This is an optimization exercise on Yosys and OpenROAD, whose aim is small area, a short achievable clock period and few clock cycles, not a production implementation.
Function was checked by simulation only, so behaviour that the tests miss may differ from the original.
No activity file was given, so power comes from the tool's default toggle rates.

### design/flow/config.mk
export PLATFORM = sky130hd
export DESIGN_NAME = pentary_crossbar_ctrl_v2
export DESIGN_NICKNAME = pentary_crossbar_ctrl_v2
export VERILOG_FILES = /design/flow/design.v
export SDC_FILE = /design/flow/constraint.sdc
export NUM_CORES = 4
export LEC_CHECK = 0
export CAP_MARGIN = 20
export CORE_MARGIN = 2
export CORE_UTILIZATION = 40
export SLEW_MARGIN = 20
### design/flow/constraint.sdc
create_clock -name core_clock -period 10.0 [get_ports {clk}]
set_input_delay 2.0000 -clock core_clock [delete_from_list [all_inputs] [get_ports {clk}]]
set_output_delay 2.0000 -clock core_clock [all_outputs]
set_load 0.01 [all_outputs]
### design/flow/design.v
package pentary_pkg;
    localparam logic [2:0] NEG2 = 3'd0;
    localparam logic [2:0] NEG1 = 3'd1;
    localparam logic [2:0] ZERO = 3'd2;
    localparam logic [2:0] POS1 = 3'd3;
    localparam logic [2:0] POS2 = 3'd4;
    typedef enum logic [2:0] {
        IDLE,
        VERIFY,
        PROG,
        COMPUTE,
        CAL
    } state_t;
    function automatic logic code_valid(input logic [2:0] code);
        code_valid = code <= POS2;
    endfunction
    function automatic logic signed [3:0] decode(input logic [2:0] code);
        case (code)
            NEG2:    decode = -4'sd2;
            NEG1:    decode = -4'sd1;
            POS1:    decode = 4'sd1;
            POS2:    decode = 4'sd2;
            default: decode = 4'sd0;
        endcase
    endfunction
endpackage
module crossbar_cell_array
#(
    parameter int ROWS = 16,
    parameter int COLS = 16,
    parameter int RAW  = 4,
    parameter int CAW  = 4
) (
    input  logic              clk,
    input  logic              reset,
    input  logic              prog_en,
    input  logic              prog_dir,
    input  logic [RAW-1:0]    prog_row,
    input  logic [CAW-1:0]    prog_col,
    input  logic              stuck_en,
    input  logic [RAW-1:0]    stuck_row,
    input  logic [CAW-1:0]    stuck_col,
    input  logic [RAW-1:0]    rd_row,
    input  logic [CAW-1:0]    rd_col,
    output logic [2:0]        rd_level,
    output logic              rd_stuck,
    input  logic [RAW-1:0]    row_sel,
    output logic [COLS*3-1:0] row_levels
);
    logic [2:0] level [ROWS][COLS];
    logic       stuck [ROWS][COLS];
    always_ff @(posedge clk) begin
        if (reset) begin
            for (int r = 0; r < ROWS; r++) begin
                for (int c = 0; c < COLS; c++) begin
                    level[r][c] <= pentary_pkg::ZERO;
                    stuck[r][c] <= 1'b0;
                end
            end
        end else begin
            if (prog_en && !stuck[prog_row][prog_col]) begin
                level[prog_row][prog_col] <= prog_dir ? level[prog_row][prog_col] + 3'd1
                                                      : level[prog_row][prog_col] - 3'd1;
            end
            if (stuck_en) begin
                stuck[stuck_row][stuck_col] <= 1'b1;
            end
        end
    end
    assign rd_level = level[rd_row][rd_col];
    assign rd_stuck = stuck[rd_row][rd_col];
    always_comb begin
        row_levels = '0;
        for (int c = 0; c < COLS; c++) begin
            row_levels[c*3 +: 3] = level[row_sel][c];
        end
    end
endmodule
module pentary_crossbar_ctrl_v2
#(
    parameter int ROWS       = 16,
    parameter int COLS       = 16,
    parameter int ACC_W      = 6,
    parameter int MAX_PULSES = 4,
    localparam int RAW  = $clog2(ROWS),
    localparam int CAW  = (COLS > 1) ? $clog2(COLS) : 1,
    localparam int CNTW = $clog2(COLS + 1)
) (
    input  logic                  clk,
    input  logic                  reset,
    input  logic [RAW-1:0]        write_row,
    input  logic [CAW-1:0]        write_col,
    input  logic [2:0]            write_data,
    input  logic                  write_enable,
    input  logic                  inject_stuck,
    input  logic                  compute_enable,
    input  logic [ROWS*3-1:0]     input_vector,
    output logic [COLS*ACC_W-1:0] output_vector,
    output logic                  out_valid,
    output logic                  sat,
    input  logic                  calibrate_enable,
    input  logic [RAW-1:0]        calibrate_row,
    output logic                  calibration_done,
    output logic [CNTW-1:0]       cal_bad_count,
    output logic                  write_done,
    output logic                  write_fail,
    output logic                  ready,
    output logic                  error,
    output logic [7:0]            error_count
);
    localparam int PW = $clog2(MAX_PULSES + 1);
    localparam int IW = (RAW + 1 > CNTW) ? RAW + 1 : CNTW;
    pentary_pkg::state_t state, state_nxt;
    logic [RAW-1:0]          wr_row_q, cal_row_q;
    logic [CAW-1:0]          wr_col_q;
    logic [2:0]              target_q;
    logic [PW-1:0]           pulses_q;
    logic [IW-1:0]           idx_q;
    logic [ROWS*3-1:0]       x_q;
    logic signed [ACC_W-1:0] acc_q [COLS];
    logic                    sat_q;
    logic [CNTW-1:0]         bad_q;
    logic                    prog_en, prog_dir, stuck_en;
    logic [RAW-1:0]          rd_row, row_sel;
    logic [CAW-1:0]          rd_col;
    logic [2:0]              rd_level;
    logic                    rd_stuck;
    logic [COLS*3-1:0]       row_levels;
    logic                    acc_wr, acc_cmp, acc_cal, wr_ok, wr_bad;
    logic                    cmp_step, cmp_pub, cal_step, cal_pub;
    logic signed [3:0]       x_val;
    logic signed [3:0]       prod [COLS];
    logic signed [ACC_W:0]   sum  [COLS];
    logic                    any_ovf;
    function automatic logic overflowed(input logic signed [ACC_W:0] s);
        overflowed = s[ACC_W] != s[ACC_W-1];
    endfunction
    function automatic logic signed [ACC_W-1:0] saturate(input logic signed [ACC_W:0] s);
        if (!overflowed(s)) saturate = s[ACC_W-1:0];
        else saturate = s[ACC_W] ? {1'b1, {(ACC_W-1){1'b0}}} : {1'b0, {(ACC_W-1){1'b1}}};
    endfunction
    crossbar_cell_array #(
        .ROWS(ROWS), .COLS(COLS), .RAW(RAW), .CAW(CAW)
    ) u_cells (
        .clk       (clk),
        .reset     (reset),
        .prog_en   (prog_en),
        .prog_dir  (prog_dir),
        .prog_row  (wr_row_q),
        .prog_col  (wr_col_q),
        .stuck_en  (stuck_en),
        .stuck_row (write_row),
        .stuck_col (write_col),
        .rd_row    (rd_row),
        .rd_col    (rd_col),
        .rd_level  (rd_level),
        .rd_stuck  (rd_stuck),
        .row_sel   (row_sel),
        .row_levels(row_levels)
    );
    assign rd_row   = (state == pentary_pkg::CAL) ? cal_row_q : wr_row_q;
    assign rd_col   = (state == pentary_pkg::CAL) ? idx_q[CAW-1:0] : wr_col_q;
    assign row_sel  = idx_q[RAW-1:0];
    assign prog_dir = target_q > rd_level;
    assign ready    = state == pentary_pkg::IDLE;
    always_ff @(posedge clk) begin
        if (reset) state <= pentary_pkg::IDLE;
        else       state <= state_nxt;
    end
    always_comb begin
        state_nxt = state;
        prog_en   = 1'b0;
        stuck_en  = 1'b0;
        acc_wr    = 1'b0;
        acc_cmp   = 1'b0;
        acc_cal   = 1'b0;
        wr_ok     = 1'b0;
        wr_bad    = 1'b0;
        cmp_step  = 1'b0;
        cmp_pub   = 1'b0;
        cal_step  = 1'b0;
        cal_pub   = 1'b0;
        case (state)
            pentary_pkg::IDLE: begin
                if (write_enable) begin
                    if (inject_stuck)                 stuck_en = 1'b1;
                    else if (!pentary_pkg::code_valid(write_data)) wr_bad   = 1'b1;
                    else begin
                        acc_wr    = 1'b1;
                        state_nxt = pentary_pkg::VERIFY;
                    end
                end else if (compute_enable) begin
                    acc_cmp   = 1'b1;
                    state_nxt = pentary_pkg::COMPUTE;
                end else if (calibrate_enable) begin
                    acc_cal   = 1'b1;
                    state_nxt = pentary_pkg::CAL;
                end
            end
            pentary_pkg::VERIFY: begin
                if (rd_level == target_q) begin
                    wr_ok     = 1'b1;
                    state_nxt = pentary_pkg::IDLE;
                end else if (pulses_q < PW'(MAX_PULSES)) begin
                    state_nxt = pentary_pkg::PROG;
                end else begin
                    wr_bad    = 1'b1;
                    state_nxt = pentary_pkg::IDLE;
                end
            end
            pentary_pkg::PROG: begin
                prog_en   = 1'b1;
                state_nxt = pentary_pkg::VERIFY;
            end
            pentary_pkg::COMPUTE: begin
                if (idx_q == IW'(ROWS)) begin
                    cmp_pub   = 1'b1;
                    state_nxt = pentary_pkg::IDLE;
                end else begin
                    cmp_step  = 1'b1;
                end
            end
            pentary_pkg::CAL: begin
                if (idx_q == IW'(COLS)) begin
                    cal_pub   = 1'b1;
                    state_nxt = pentary_pkg::IDLE;
                end else begin
                    cal_step  = 1'b1;
                end
            end
            default: state_nxt = pentary_pkg::IDLE;
        endcase
    end
    always_comb begin
        x_val   = pentary_pkg::decode(x_q[3*int'(row_sel) +: 3]);
        any_ovf = 1'b0;
        for (int c = 0; c < COLS; c++) begin
            prod[c] = pentary_pkg::decode(row_levels[c*3 +: 3]) * x_val;
            sum[c]  = (ACC_W+1)'(acc_q[c]) + (ACC_W+1)'(prod[c]);
            any_ovf = any_ovf | overflowed(sum[c]);
        end
    end
    always_ff @(posedge clk) begin
        if (acc_wr) begin
            wr_row_q <= write_row;
            wr_col_q <= write_col;
            target_q <= write_data;
        end
        if (acc_cmp) begin
            x_q   <= input_vector;
            sat_q <= 1'b0;
            for (int c = 0; c < COLS; c++) acc_q[c] <= '0;
        end else if (cmp_step) begin
            sat_q <= sat_q | any_ovf;
            for (int c = 0; c < COLS; c++) acc_q[c] <= saturate(sum[c]);
        end
        if (acc_cal) begin
            cal_row_q <= calibrate_row;
            bad_q     <= '0;
        end else if (cal_step) begin
            bad_q <= bad_q + CNTW'(rd_stuck);
        end
    end
    always_ff @(posedge clk) begin
        if (reset) begin
            pulses_q         <= '0;
            idx_q            <= '0;
            write_done       <= 1'b0;
            write_fail       <= 1'b0;
            out_valid        <= 1'b0;
            calibration_done <= 1'b0;
            output_vector    <= '0;
            sat              <= 1'b0;
            cal_bad_count    <= '0;
            error            <= 1'b0;
            error_count      <= '0;
        end else begin
            write_done       <= wr_ok;
            write_fail       <= wr_bad;
            out_valid        <= cmp_pub;
            calibration_done <= cal_pub;
            if (wr_bad) begin
                error <= 1'b1;
                if (error_count != 8'hFF) error_count <= error_count + 8'd1;
            end
            if (acc_wr)       pulses_q <= '0;
            else if (prog_en) pulses_q <= pulses_q + PW'(1);
            if (acc_cmp || acc_cal)       idx_q <= '0;
            else if (cmp_step || cal_step) idx_q <= idx_q + IW'(1);
            if (cmp_pub) begin
                sat <= sat_q;
                for (int c = 0; c < COLS; c++) output_vector[c*ACC_W +: ACC_W] <= acc_q[c];
            end
            if (cal_pub) cal_bad_count <= bad_q;
        end
    end
endmodule
### design/flow/run.sh
#!/bin/bash
# synth_recipe.tcl (not shown) runs the flow's synth.tcl, then flattens the netlist and writes it again
# the make line also repeats each setting of config.mk as NAME=value (left out here)
make -C /OpenROAD-flow-scripts/flow DESIGN_CONFIG=/design/flow/config.mk WORK_HOME=/design/flow/orfs CLKGATE_MAP_FILE= SYNTH_SCRIPT=/design/flow/synth_recipe.tcl finish
==> flow_metrics.env <==
export IMPL_grt_first_pass_wirelength_um=598000
export IMPL_post_synth_top_area_fraction_pct=31.4
export IMPL_setup_viol_count_final=0
export IMPL_grt_overflow_total=0
export IMPL_synthCells=7455
export IMPL_setup_cp_type="reg -> reg"
export IMPL_global_route_usage_total_pct=43.3
export IMPL_synthFlopType="sky130_fd_sc_hd__edfxtp_1"
export IMPL_timing_final_ws_setup_ns=1.93
export IMPL_initial_core_util_pct=40.3
export IMPL_largest_family_of_logic_cells_by_synthesized_area="multiplexers"
export IMPL_post_route_cells_drive_above_1_share_pct=16.5
export IMPL_timing_final_crit_share_pct=80.7
export IMPL_num_fill_cells=18598
export IMPL_cts_root_buf="sky130_fd_sc_hd__clkbuf_16"
export IMPL_synth_cell_type_count=83
export IMPL_min_delay_start="error"
export IMPL_io_pins=185
export IMPL_post_synth_main_area_contributors="sky130_fd_sc_hd__edfxtp_1 (31%), sky130_fd_sc_hd__mux4_2 (16%), sky130_fd_sc_hd__dfxtp_1 (12%), sky130_fd_sc_hd__nand2_1 (5.2%), sky130_fd_sc_hd__mux2i_1 (3.4%)"
export IMPL_postSynth_asyncResetShare_pct=0
export IMPL_detail_route_antenna_nets=0
export IMPL_muxShareOfSynthArea_pct=19.5
export IMPL_hold_depth=2
export IMPL_route_final_wire_length_um=450000
export IMPL_synth_xor_area_share_pct=1.50
export IMPL_dp_hpwl_um=338000
export IMPL_multi_input_area_um2=41100
export IMPL_final_net_count=7610
export IMPL_synth_ff_latch_count=1319
export IMPL_final_setup_skew_ns=0.0613
export IMPL_tritoncts="built"
export IMPL_clk_pin_slew_worst_paths_ns=0.06
export IMPL_number_of_flops_mapped_to_enable_cells_by_yosys=831
export IMPL_htreeDepth=4
export IMPL_regToRegStartpoint="state[1]"
export IMPL_setup_repair_after_global_routing_missed_its_margin="false"
export IMPL_fin_setup_tns_ns=0
export IMPL_drt_pass1_iter_count=7
export IMPL_reg2reg_capture_point="u_cells.level[51][1]"
export IMPL_numCtsBuffers=152
export IMPL_drt_vias_per_instance=7.13
export IMPL_avgRoutedWirePerCell_um=44.2
export IMPL_layout_cells_most_common="sky130_fd_sc_hd__nand2_1"
export IMPL_core_area_um2=197000
export IMPL_dpl_worst_slack_ns=2.28
export IMPL_syn_area_um2=79600
export IMPL_die_area_um2=203000
export IMPL_arrival_ns=8.63
export IMPL_worst_slew_margin_rel_pct=13.0
export IMPL_mappedNetlistNets=7712
export IMPL_die_w_um=450
export IMPL_first_global_vias=66477
export IMPL_synth_largest_area_cell="sky130_fd_sc_hd__edfxtp_1"
export IMPL_path_max_fanout=34
export IMPL_synth_compound_gate_area_share_pct=12.9
export IMPL_max_cap_violations=0
export IMPL_reg2reg_slack_ns=1.93
export IMPL_hold_viol=0
export IMPL_hold_path_end="error"
export IMPL_grt_max_degree=180
export IMPL_vdd_ir_drop_max_mv=0.190
export IMPL_ys_warn_count=5
export IMPL_maximum_clock_insertion_buffer_count=3
export IMPL_depth_of_the_worst_register_to_register_path=18
export IMPL_postSynthAreaPerCell_um2=10.7
export IMPL_hold_path_class="reg -> reg"
export IMPL_leakagePower_nw=28.4
export IMPL_worstSetupEndpointType="flop"
export IMPL_ff_latch_area_um2=34700
export IMPL_numPortBuffers=184
export IMPL_placement_rows=163
export IMPL_syn2layout_area_growth_pct=12.4
export IMPL_gpl_final_weighted_congestion=1.13
export IMPL_powerDensity_nw_per_um2=174
export IMPL_worst_slew_pin_slew_ns=1.30
export IMPL_synth_seq_area_share_pct=43.6
export IMPL_critPathRequiredTime_ns=10.56
export IMPL_grt_antenna_before_repair=71
export IMPL_cts_num_sinks=1319
export IMPL_worst_skew_pair_late_latency_ns=0.89
export IMPL_synth_simple_area_share_pct=13.9
export IMPL_post_cts_resize_count=0
export IMPL_run_status="timing/DRC/antenna clean"
export IMPL_achievable_frequency_mhz=124
export IMPL_routed_via_count=72460
export IMPL_min_period_ns=8.07
export IMPL_post_cts_setup_buffer_count=0
export IMPL_final_cell_mix="sky130_fd_sc_hd__nand2_1 (1102), sky130_fd_sc_hd__edfxtp_1 (831), sky130_fd_sc_hd__mux4_2 (564)"
export IMPL_timing_critical_path_from_type="flop"
export IMPL_drcViolationCount=0
export IMPL_yosys_area_share_adder_pct=3.25
export IMPL_final_max_slew_viol_count=0
export IMPL_die_h_um=450
export IMPL_detail_route_iter0_violations=11881
export IMPL_holdBufCountCts=0
## cell type report
cell class | instances | share of cell area (%)
antenna | 53 | 0.148
inverter | 346 | 1.45
multi-input combinational | 5116 | 46.0
timing repair buffer | 418 | 4.33
sequential | 1319 | 38.8
clock inverter | 87 | 1.02
tap | 2640 | 3.69
clock buffer | 187 | 4.53
## per-layer routing
layer  global-route usage, %  wire length (um)
met1                    54.1            162000
met2                    61.4            185000
met3                    15.0             59600
met4                    33.0             42500
met5                       0               193
## flip-flops by register name (all words and copies together) (netlist names), 4 cells and up, named ones only
name / count
output_vector: 96
idx_q: 5
u_cells.level: 768
u_cells.stuck: 256
acc_q: 96
wr_row_q: 4
wr_col_q: 4
x_q: 48
error_count: 8
cal_bad_count: 5
cal_row_q: 4
bad_q: 5
## worst max-delay path by stage
stage / startpoint / endpoint / slack, ns
2_1_floorplan: idx_q[0] / acc_q[11][0] / 3.74
5_1_grt: idx_q[0] / acc_q[12][2] / 1.77
3_3_place_gp: state[1] / u_cells.level[115][1] / 2.28
6_report: state[1] / u_cells.level[51][1] / 1.93
3_5_place_dp: state[1] / u_cells.level[51][1] / 2.28
4_1_cts: state[1] / u_cells.level[51][1] / 2.23
## worst max-delay path: stages, from the launching register on
cell and delay [ns]:
sky130_fd_sc_hd__dfxtp_1 0.78, sky130_fd_sc_hd__or3b_4 0.67, sky130_fd_sc_hd__a21o_4 0.56, sky130_fd_sc_hd__buf_4 0.54, sky130_fd_sc_hd__nor2_4 0.29, sky130_fd_sc_hd__a22oi_1 0.63
sky130_fd_sc_hd__nand3_1 0.62, sky130_fd_sc_hd__a211oi_1 0.43, sky130_fd_sc_hd__nand4_1 0.14, sky130_fd_sc_hd__nand4_1 0.13, sky130_fd_sc_hd__ha_1 0.16, sky130_fd_sc_hd__nor2b_1 0.05
sky130_fd_sc_hd__o21a_1 0.16, sky130_fd_sc_hd__o21ai_0 0.43, sky130_fd_sc_hd__fa_2 0.75, sky130_fd_sc_hd__buf_4 0.33, sky130_fd_sc_hd__buf_4 0.27, sky130_fd_sc_hd__nor3_1 0.54
sky130_fd_sc_hd__nand2_1 0.10
## cells by family (layout without fill, tap and decap cells)
logic type / after synthesis / count (layout)
buf+inv: 1020 / 1038
mux: 847 / 847
other cells: 0 / 53
compound gates: 1473 / 1473
simple gates: 2461 / 2461
xor+xnor: 136 / 136
fa+ha+maj: 199 / 199
flops: 1319 / 1319
## report_power, final
part           switching [mW]  internal (mW)
Combinational            2.31           1.16
Clock                    2.51           3.15
Sequential              0.384           6.05
Total                    5.20           10.4
## cell usage after synthesis (all sizes together), types with 6 or more instances
master	count
dfxtp	488
buf	297
nand4	57
nand2b	31
nor4	132
mux2i	273
a22oi	47
clkbuf	377
mux4	564
or4	6
nor2	530
o221ai	7
a2111oi	22
nor2b	32
a221oi	11
o311ai	8
xor2	41
nand3	261
maj3	11
a211oi	100
nand2	1112
and3	10
o21bai	229
nor3	242
or3	6
edfxtp	831
a211o	8
a21oi	273
o22ai	282
inv	342
and2	11
mux2	10
a311oi	32
a21boi	6
o31a	8
fa	17
xnor2	95
o211ai	81
a31oi	36
o21ai	76
ha	171
a21o	96
a32oi	41
o221a	66
## stage by stage
step / hold slack (ns) / cell area [um2] / instances / utilization (%) / power [mW]
3_5_place_dp: 0.439 / 84300 / 9839 / 42.7 / 9.86
5_1_grt: 0.472 / 89300 / 10123 / 45.2 / 15.9
3_3_place_gp: 0.432 / 84200 / 9836 / 42.7 / 9.79
6_report: 0.445 / 89400 / 10166 / 45.3 / 15.6
2_1_floorplan: 0.436 / 79600 / 7455 / - / 8.55
4_1_cts: 0.448 / 89300 / 10113 / 45.2 / 15.4
Testbench counts, summed over its fixed seeds: cycles 31,530.

what the ideal ports hide:
No port has a modelled driver above. Below, the same layout with a new extraction and two added sets of constraints.
Step 1 assumes that a clkbuf_16 drives the clock port and a buf_2 every other input.
Step 2 times the ports against the registers' clock, not the clock port: input delays grow and output delays shrink by t, the midpoint of the rising clock arrivals with the driver on.
Three values: ideal, step 1, step 2; two values: the first two.
t (ns): 0.943
slack for setup (ns): 1.927 / 1.927 / 1.927
clock arrival spread, ns: 0.062 / 0.062
cell pins on the clock port's net: 1
After both steps this run still meets setup and hold. For this run, drivers alone change the setup slack by 0.000 ns; drivers and shift together by 0.000 ns.
